This is an optimization exercise on Yosys and OpenROAD, whose aim is small area, a short achievable clock period and few clock cycles per item, not a production implementation.
In this exercise RTL edits were held to simulation tests only and were not proved equivalent to the original.

[design/flow/config.mk]
export PLATFORM = sky130hd
export DESIGN_NAME = alu_arbiter
export DESIGN_NICKNAME = alu_arbiter
export VERILOG_FILES = /design/flow/design.v
export SDC_FILE = /design/flow/constraint.sdc
export NUM_CORES = 4
export LEC_CHECK = 0
export CAP_MARGIN = 20
export CORE_MARGIN = 2
export CORE_UTILIZATION = 40
export SLEW_MARGIN = 20
[design/flow/run.sh]
#!/bin/bash
# synth_recipe.tcl (not shown) runs the flow's synth.tcl, then flattens the netlist and writes it again
# the make line also repeats each setting of config.mk as NAME=value (left out here)
make -C /OpenROAD-flow-scripts/flow DESIGN_CONFIG=/design/flow/config.mk WORK_HOME=/design/flow/orfs CLKGATE_MAP_FILE= SYNTH_SCRIPT=/design/flow/synth_recipe.tcl finish
[design/flow/constraint.sdc]
create_clock -name core_clock -period 12.5 [get_ports {clk}]
set_input_delay 2.5000 -clock core_clock [delete_from_list [all_inputs] [get_ports {clk}]]
set_output_delay 2.5000 -clock core_clock [all_outputs]
set_load 0.01 [all_outputs]
[design/flow/design.v]
package alu_pkg;
  localparam logic [2:0] ALU_SUB = 3'b000;
  localparam logic [2:0] ALU_MUL = 3'b001;
  localparam logic [2:0] ALU_OR  = 3'b010;
  localparam logic [2:0] ALU_SHL = 3'b011;
  localparam logic [2:0] ALU_CMM = 3'b100;
  localparam logic [2:0] ALU_CME = 3'b101;
  localparam logic [2:0] ALU_CMP = 3'b110;
  localparam logic [2:0] ALU_ADD = 3'b111;
  typedef enum logic [1:0] {IDLE, MUL, RESP} state_t;
endpackage
module alu_core
#(
  parameter int WIDTH = 32
) (
  input  logic [2:0]       op,
  input  logic [WIDTH-1:0] a,
  input  logic [WIDTH-1:0] b,
  output logic [WIDTH-1:0] y
);
  localparam int SW = $clog2(WIDTH);
  logic lt, eq;
  assign lt = $signed(a) < $signed(b);
  assign eq = a == b;
  always_comb begin
    y = a + b;
    case (op)
      alu_pkg::ALU_SUB, alu_pkg::ALU_CMP: y = a - b;
      alu_pkg::ALU_MUL:          y = a * b;
      alu_pkg::ALU_OR:           y = a | b;
      alu_pkg::ALU_SHL:          y = a << b[SW-1:0];
      alu_pkg::ALU_CMM:          y = {{(WIDTH-1){1'b0}}, lt};
      alu_pkg::ALU_CME:          y = {{(WIDTH-1){1'b0}}, lt | eq};
      default:          y = a + b;
    endcase
  end
endmodule
module alu_arbiter
#(
  parameter int WIDTH   = 32,
  parameter int MUL_LAT = 3
) (
  input  logic             clk,
  input  logic             rst_n,
  input  logic             req0_valid,
  output logic             req0_ready,
  input  logic [2:0]       req0_op,
  input  logic [WIDTH-1:0] req0_a,
  input  logic [WIDTH-1:0] req0_b,
  input  logic             req1_valid,
  output logic             req1_ready,
  input  logic [2:0]       req1_op,
  input  logic [WIDTH-1:0] req1_a,
  input  logic [WIDTH-1:0] req1_b,
  output logic             resp_valid,
  input  logic             resp_ready,
  output logic             resp_id,
  output logic [WIDTH-1:0] resp_data,
  output logic             resp_zero,
  output logic             resp_neg
);
  localparam int CW = $clog2(MUL_LAT) + 1;
  alu_pkg::state_t state, state_n;
  logic last_grant, g, acc, id_q, load;
  logic [CW-1:0] cnt;
  logic [2:0] op_q, op_g, op_c;
  logic [WIDTH-1:0] a_q, b_q, a_g, b_g, a_c, b_c, y;
  assign g          = (req0_valid & req1_valid) ? ~last_grant : req1_valid;
  assign req0_ready = rst_n & (state == alu_pkg::IDLE) & req0_valid & ~g;
  assign req1_ready = rst_n & (state == alu_pkg::IDLE) & req1_valid & g;
  assign acc        = req0_ready | req1_ready;
  assign op_g = g ? req1_op : req0_op;
  assign a_g  = g ? req1_a : req0_a;
  assign b_g  = g ? req1_b : req0_b;
  assign op_c = (state == alu_pkg::IDLE) ? op_g : op_q;
  assign a_c  = (state == alu_pkg::IDLE) ? a_g : a_q;
  assign b_c  = (state == alu_pkg::IDLE) ? b_g : b_q;
  alu_core #(.WIDTH(WIDTH)) u_core (.op(op_c), .a(a_c), .b(b_c), .y(y));
  assign load       = (acc & (op_g != alu_pkg::ALU_MUL)) | ((state == alu_pkg::MUL) & (cnt == '0));
  assign resp_valid = state == alu_pkg::RESP;
  always_comb begin
    state_n = state;
    case (state)
      alu_pkg::IDLE:    state_n = acc ? ((op_g == alu_pkg::ALU_MUL) ? alu_pkg::MUL : alu_pkg::RESP) : alu_pkg::IDLE;
      alu_pkg::MUL:     state_n = (cnt == '0) ? alu_pkg::RESP : alu_pkg::MUL;
      default: state_n = resp_ready ? alu_pkg::IDLE : alu_pkg::RESP;
    endcase
  end
  always_ff @(posedge clk or negedge rst_n) begin
    if (!rst_n) begin
      state      <= alu_pkg::IDLE;
      last_grant <= 1'b1;
      cnt        <= '0;
    end else begin
      state <= state_n;
      if (acc) last_grant <= g;
      cnt <= acc ? CW'(MUL_LAT - 2) : ((state == alu_pkg::MUL) && (cnt != '0)) ? cnt - 1'b1 : cnt;
    end
  end
  always_ff @(posedge clk or negedge rst_n) begin
    if (!rst_n) begin
      op_q <= '0;
      a_q  <= '0;
      b_q  <= '0;
      id_q <= 1'b0;
    end else if (acc) begin
      op_q <= op_g;
      a_q  <= a_g;
      b_q  <= b_g;
      id_q <= g;
    end
  end
  always_ff @(posedge clk or negedge rst_n) begin
    if (!rst_n) begin
      resp_data <= '0;
      resp_id   <= 1'b0;
      resp_zero <= 1'b0;
      resp_neg  <= 1'b0;
    end else if (load) begin
      resp_data <= y;
      resp_id   <= (state == alu_pkg::IDLE) ? g : id_q;
      resp_zero <= y == '0;
      resp_neg  <= y[WIDTH-1];
    end
  end
endmodule
==> results_dict.tcl <==
set metrics [dict create \
    tns_ns 0 \
    final_max_slew_viol_count 0 \
    gp_congestion 1.03 \
    post-route-period-util_pct 94.1 \
    setup_slack_ns 0.740 \
    antenna_left 0 \
    nets 4275 \
    hpwl_um 91400 \
    worstPathArrival_ns 12.08 \
    avgSynthCellArea_um2 8.09 \
    pre_cts_slack_ns 0.354 \
    synthFlopType "dfrtp_1" \
    cts_tree "built" \
    synth_top_area_cell "fa_1" \
    finClkSkew_ns 0.0140 \
    startpoint_type "primary input" \
    clock.fmax_ghz 0.0850 \
    clock_latency_ns 0.39 \
    numPortBuffers 176 \
    initial_core_util_pct 40.5 \
    post-place-cells 4367 \
    synth_common_cells "558 x nor2_1, 449 x inv_1, 410 x fa_1" \
    vias 25400 \
    final-seq-area_um2 2700 \
    die_y_um 265 \
    crit_type "primary input to flip-flop" \
    die_x_um 265 \
    multiInputGateArea_um2 21900 \
    min-delay-start "resp_data[16]$_DFFE_PN0P_" \
    async_flop_share_pct 100 \
    cp_slowest_stage_delay_ns 0.58 \
    synthTopCellsByArea "fa_1 30%, ha_1 10%, dfrtp_1 9.9%" \
    syn_nets 4129 \
    drv_cap 0 \
    r2r-end "resp_zero$_DFFE_PN0P_" \
    required_ns 12.82 \
    synth.most_common_cell "nor2_1" \
    syn_to_final_growth_pct 13.1 \
    grt_pass1_vias 25700 \
    grt_overflow 0 \
    cp_slowest_cell "fa_1" \
    core_um2 67200 \
    cts_buffer_depth 2 \
    setup_viol 0 \
    outcome "no timing/DRC/antenna violations" \
    drt_iter0_drc 2632 \
    die_area_um2 70000 \
    grt_usage_pct 33.1 \
    crit_fanout 15 \
    rr_worst_depth 30 \
    hold_end "resp_data[16]$_DFFE_PN0P_" \
    place_area_um2 30400 \
    htreeDepth 3 \
    via_per_inst 5.79 \
    fillers 6761 \
    worst_setup_path_end_kind "flip-flop" \
    drc 0 \
    routed_wl_um 114000 \
    grt_antenna_before_repair 2 \
    cts_hold_buf 0 \
    grt_pass1_wl_um 170000 \
    ys.warnings.count 2 \
    drive_gt1_share_pct 6.52 \
    rows 95 \
    synth-seq-cells 108 \
    worst_slew_pin_slew_ns 1.28 \
    cts_sinks 108 \
    r2r_start "state[1]$_DFF_PN0_" \
    synthDistinctLibCells 88 \
    cts_made_buffers 9 \
    slew_headroom_pct 14.6 \
    hold_depth 2 \
    rsz0062_at_grt "false" \
    synth_edf_count 0 \
    hold_class "flip-flop to flip-flop" \
    post_cts_buffers 0 \
    r2r_setup_slack_ns 2.63 \
    hold_viol 0 \
    fin_hold_ws_ns 0.470 \
    cts-resized-gates 0 \
    min_period_ns 11.76 \
    ys_seq_area_share_pct 9.95 \
    wl_per_cell_um 26.1 \
    cts-root-buf "clkbuf_16" \
    grt_max_degree 129 \
    synth_cells 3359 \
    cts.clk_slew.worst_paths_ns 0.08 \
    pin_count 177 \
    fin_area_um2 30700 \
    crit_top_cell "fa_1" \
    first_pass_iters 6 \
    instances_no_fill 4384 \
    synthesis.area_um2 27200 \
    synth.top_cell.area_share_pct 30.2 \
]
==> cells in the final DEF, fill, tap and decap left out, types with 9 or more instances in the layout <==
cell type and count:
nand2b_1 15, a31oi_1 14, a21oi_2 20, xnor2_1 84, a211oi_1 24, buf_4 136
o21a_1 12, mux2i_1 126, nand4_1 9, nor3_1 41, clkbuf_16 9, a21oi_1 145
nand2_1 382, nor2_1 557, dfrtp_1 107, xor2_1 20, clkdlybuf4s50_1 175, a21o_1 51
fa_1 410, o211ai_1 22, inv_2 11, a22oi_1 13, ha_1 221, o21ai_0 158
buf_12 9, nand3_1 33, o221ai_1 11, and3_1 13, nor2b_1 21, nor4_1 16
inv_1 448, o22ai_1 22, or3_1 11
==> metal layers <==
layer | track usage [%] | wire, um | vias to the layer above
met5 | 0 | 13 | -
met4 | 16.4 | 6670 | 2
met3 | 7.76 | 11900 | 309
met2 | 50.2 | 49800 | 1361
met1 | 44.2 | 46100 | 12600
li1 | - | - | 11100
==> state kept, by name (all words and copies together), names as in the netlist <==
register    flops
resp_data      32
op_q            3
cnt             3
a_q            32
resp_id         1
id_q            1
resp_zero       1
b_q            32
state           2
last_grant      1
==> layout make-up <==
class | count | share of cell area [%]
diodes | 1 | 0.00814
clock buffers | 9 | 0.733
clock inverters | 7 | 0.289
inverters | 467 | 5.70
multi-input cells | 2598 | 71.3
flip-flops and latches | 108 | 8.80
well taps | 873 | 3.55
repair buffers | 321 | 9.65
==> cell families after synthesis <==
| family | synth area share, % |
|---|---|
| multiplexers | 4.97 |
| adder cells (fa/ha/maj) | 40.4 |
| buffers and inverters | 9.61 |
| XOR/XNOR | 3.74 |
| AO/OA/AOI/OAI | 13.9 |
| AND/OR/NAND/NOR | 17.5 |
| flip-flops | 9.95 |
==> metrics by stage <==
step / util, %
2_1_floorplan: -
3_3_place_gp: 45.3
3_5_place_dp: 45.3
4_1_cts: 45.7
5_1_grt: 45.8
6_report: 45.8
==> how the worst max path moves through the flow <==
stage / slack, ns / endpoint / cells after the start / from
2_1_floorplan: 1.24 / resp_zero$_DFFE_PN0P_ / 38 / req1_valid
3_3_place_gp: 0.42 / resp_zero$_DFFE_PN0P_ / 30 / req1_valid
3_5_place_dp: 0.35 / resp_zero$_DFFE_PN0P_ / 30 / req1_valid
4_1_cts: 0.70 / resp_zero$_DFFE_PN0P_ / 30 / req1_valid
5_1_grt: 0.36 / resp_zero$_DFFE_PN0P_ / 31 / req1_valid
6_report: 0.74 / resp_zero$_DFFE_PN0P_ / 30 / req1_valid
==> critical path, delay by kind of cell <==
family	cells	cell delay (ns)
and+or+nand+nor	3	0.59
buffers and inverters	5	1.63
xor gates and xnor gates	9	2.05
muxes	1	0.29
adders and majority gates	8	3.97
AOI/OAI and AO/OA	4	1.02
Testbench counts, summed over its fixed seeds: cycles 9,004, items 4,000.

## port drivers added, routing unchanged
Ports are ideal in the flow. The routed layout listed here was re-timed in OpenROAD. Step 1: set_driving_cell puts a clkbuf_16 on clk and a buf_2 on each other input, an assumption about the parent block. Step 2 times the ports against the registers' clock, not the clock port: input delays grow and output delays shrink by t, the midpoint of the rising clock arrivals with the driver on. a / b / c = ideal ports / drivers / drivers and shift; a / b = the first two.
t, ns: 0.432
slack for setup (ns): 0.740 / 0.769 / 0.337
clock arrival spread, ns: 0.014 / 0.014
pins driven straight from the clock port: 1
After both steps setup and hold are still met in this run. The setup slack of this run moves by +0.029 ns with the drivers and by -0.403 ns with both steps.
